Source: an optimization exercise on an open RTL-to-GDS flow (aim: small area, a short achievable clock period and few clock cycles per item). Production flows keep margins and buffers that such runs may drop.
The RTL was checked by simulation tests, not by an equivalence proof against the original design.
Power figures rest on the tool's default switching activity, not on a simulated workload.

v26:
==> flow/design.v (excerpt) <==
module min_max_contrast_stretch
#(
  parameter int FRAME_DEPTH = mmcs_pkg::DEF_FRAME_DEPTH
) (
  input  wire logic                       clk,
  input  wire logic                       rst_n,
  input  wire logic                       in_tvalid,
  output logic                            in_tready,
  input  wire logic signed [mmcs_pkg::SAMPLE_W-1:0] in_tdata,    
  input  wire logic                       in_tlast,    
  output logic                            out_tvalid,
  input  wire logic                       out_tready,
  output logic             [mmcs_pkg::PIXEL_W-1:0]  out_tdata,   
  output logic                            out_tlast,   
  input  wire logic                       cfg_wr_en,
  input  wire logic                       cfg_wr_data  
);
Size in the first run: roughly 3400 flip-flops, roughly 50 I/O pins.
clock: 6.0 ns
lec_check: 0
cap_margin: 20
core_margin: 2
core_utilization: 60
cts_cluster_diameter: 80
cts_cluster_size: 30
place_density: 0.7
slew_margin: 20
run.sh (not shown) runs the stock make flow with config.mk's settings and CLKGATE_MAP_FILE= SYNTH_SCRIPT=/design/flow/synth_recipe.tcl, a recipe that flattens the netlist after the stock synthesis.
No stage failed in v26, and the final checks on the layout all came back clean.
Testbench counts of v26, summed over its fixed seeds: cycles 5,886, items 4,574.
#### Input delta (v58 over v26)
# v26
export LEC_CHECK = 0
export CAP_MARGIN = 20
export CORE_MARGIN = 2
export CORE_UTILIZATION = 60
export CTS_CLUSTER_DIAMETER = 80
export CTS_CLUSTER_SIZE = 30
export PLACE_DENSITY = 0.7
export SLEW_MARGIN = 20
create_clock -name core_clock -period 6.0 [get_ports {clk}]
# v58
export LEC_CHECK = 0
export CAP_MARGIN = 20
export CORE_MARGIN = 2
export CORE_UTILIZATION = 60
export CTS_CLUSTER_DIAMETER = 80
export CTS_CLUSTER_SIZE = 30
export PLACE_DENSITY = 0.7
export SETUP_SLACK_MARGIN = 2.8
export SLEW_MARGIN = 20
create_clock -name core_clock -period 6.0 [get_ports {clk}]
### Flow results
- Between v26 and v58, the flow reports wire length increasing by a few percent.
- Cmp v58 and v26 / highest achievable clock rate / lower: v26
- v58 -> v26: number of max-capacitance violations reported delta 0, exact match
- Final area was lower in the run labelled v26.
- [compare] base=v26 new=v58: area share of buffers outside the clock network up 1.5 points; synthesized-area fraction occupied by xor and xnor cells shows no meaningful change; number of rows in the core area did not really move; insertion delay of the later-clocked pin in the worst-skew pair increased by 0.02 ns relative to the old numbers.
- Setup slack: v58 more than v26
- v26 → v58: final period demand of the worst path decreased 0.78 ns, final instance count without filler cells went up 1.6%.
#### Input delta (v38 over v58)
# v58
export LEC_CHECK = 0
export CAP_MARGIN = 20
export CORE_MARGIN = 2
export CORE_UTILIZATION = 60
export CTS_CLUSTER_DIAMETER = 80
export CTS_CLUSTER_SIZE = 30
export PLACE_DENSITY = 0.7
export SETUP_SLACK_MARGIN = 2.8
export SLEW_MARGIN = 20
create_clock -name core_clock -period 6.0 [get_ports {clk}]
# v38
export LEC_CHECK = 0
export CAP_MARGIN = 20
export CORE_MARGIN = 2
export CORE_UTILIZATION = 60
export CTS_CLUSTER_DIAMETER = 80
export CTS_CLUSTER_SIZE = 30
export PLACE_DENSITY = 0.7
export SETUP_SLACK_MARGIN = 3.2
export SLEW_MARGIN = 20
create_clock -name core_clock -period 6.0 [get_ports {clk}]
--- outcome ---
The clock buffer and inverter area fraction after layout was comparable across v58 and v38.
In v38, reported leakage power is higher than in v58.
v38 leaves less setup margin than v58.
Looking at clock period minus worst slack across v58 and v38, the one that comes out higher is v38.
Diff v58 -> v38: total power grew by 7.9%, CTS buffer count saw an increase.

========
## job 5532
Another version of the RTL of min_max_contrast_stretch (not shown whole).
Size in the first run: roughly 8,700 cells after synthesis, about 50 I/O pins, about 0.096 mm2 of cells after synthesis.
==> flow/config.mk <==
export PLATFORM = sky130hd
export DESIGN_NAME = min_max_contrast_stretch
export DESIGN_NICKNAME = min_max_contrast_stretch
export VERILOG_FILES = /design/flow/design.v
export SDC_FILE = /design/flow/constraint.sdc
export NUM_CORES = 4
export LEC_CHECK = 0
export CAP_MARGIN = 20
export CORE_MARGIN = 2
export CORE_UTILIZATION = 60
export CTS_CLUSTER_DIAMETER = 80
export CTS_CLUSTER_SIZE = 30
export PLACE_DENSITY = 0.7
export SETUP_SLACK_MARGIN = 3.35
export SLEW_MARGIN = 20
==> flow/constraint.sdc <==
create_clock -name core_clock -period 6.0 [get_ports {clk}]
set_input_delay 1.2000 -clock core_clock [delete_from_list [all_inputs] [get_ports {clk}]]
set_output_delay 1.2000 -clock core_clock [all_outputs]
set_load 0.01 [all_outputs]
standard.sh (not shown) runs the stock make flow with config.mk's settings and CLKGATE_MAP_FILE= SYNTH_SCRIPT=/design/flow/synth_recipe.tcl, a recipe that flattens the netlist after the stock synthesis.
==> flow/flow/run.sh <==
#!/bin/bash
# Layout flow: the standard ORFS flow (standard.sh) with two synthesis
# changes, both in the combinational mapping only (registers are untouched):
#  - ABC maps with a delay target (flow/abc_speed.script) instead of the
#    area-recovering &nf script;
#  - no full/half-adder cell extraction (ADDER_MAP_FILE empty), so ABC sees
#    the adders' logic.
# Everything else (floorplan, power grid, placement, CTS, routing, finish)
# is the standard flow. Each tool's output is in orfs/logs; make's own
# output is in standard.log.
set -euo pipefail
here=$(pwd)
rm -rf "$here/scripts_mod"
mkdir -p "$here/scripts_mod"
cp -r "$FLOW_HOME/scripts/." "$here/scripts_mod/"
cp "$here/flow/abc_speed.script" "$here/scripts_mod/abc_speed.script"
export SCRIPTS_DIR="$here/scripts_mod"
bash standard.sh SCRIPTS_DIR="$here/scripts_mod" ADDER_MAP_FILE= finish > "$here/standard.log" 2>&1
==> flow/flow/abc_speed.script <==
strash
dch
map -D 1200
buffer
upsize -D 1200
dnsize -D 1200
Job 5532 completed every stage of the flow, and the final layout passed the timing, design-rule and antenna checks.
Testbench counts of job 5532, summed over its fixed seeds: cycles 5,864, items 4,574.
diff inputs: job 5532 => job 8737
Settings: SETUP_SLACK_MARGIN now 3.2, was 3.35.
## What came out
Across job 8737 and job 5532, none had a timing, DRC or antenna violation.
When job 8737 is measured against job 5532, its cell count turns out 56 lower.
Comparing job 8737 and job 5532, the higher register-to-register setup slack was measured on job 8737.
Re share of total power in combinational logic: job 8737 and job 5532 aren't equal, and the higher value belongs to job 5532.
Compared with job 5532, layout buffer count excluding clock buffers in job 8737 decreased by more than a quarter.
Maximum number of pins on one net before global-route repair in job 8737 is about 3% above job 5532.
Core util | job 8737 vs job 5532 | job 8737 lower

==> afterwards: timing with drivers on the ports <==
Ports are ideal in the flow. The routed layouts listed here were re-timed in OpenROAD. Step 1 sets driving cells, clkbuf_16 on the clock port and buf_2 on the other inputs (assumed; they add their load-dependent delay and slew). Step 2 also shifts input and output timing later by t, the mid clock arrival at the registers, as if the neighbouring blocks saw the same clock. Three values: ideal, step 1, step 2; two values: the first two.
| run | t, ns | slack for setup (ns) | worst slew at a driven data input, ns |
|---|---|---|---|
| v26 | 0.874 | 1.927 / 1.927 / 1.927 | 0.10 |
| v58 | 0.878 | 2.704 / 2.704 / 2.521 | 0.12 |
| v38 | 0.886 | 2.681 / 2.681 / 2.592 | 0.15 |
| job 5532 | 0.869 | 3.208 / 3.238 / 2.369 | 0.12 |
| job 8737 | 0.866 | 3.212 / 3.197 / 2.331 | 0.15 |
After both steps setup and hold are still met in every run listed. For job 8737, which loses most, drivers alone change the setup slack by -0.015 ns; drivers and shift together by -0.881 ns.
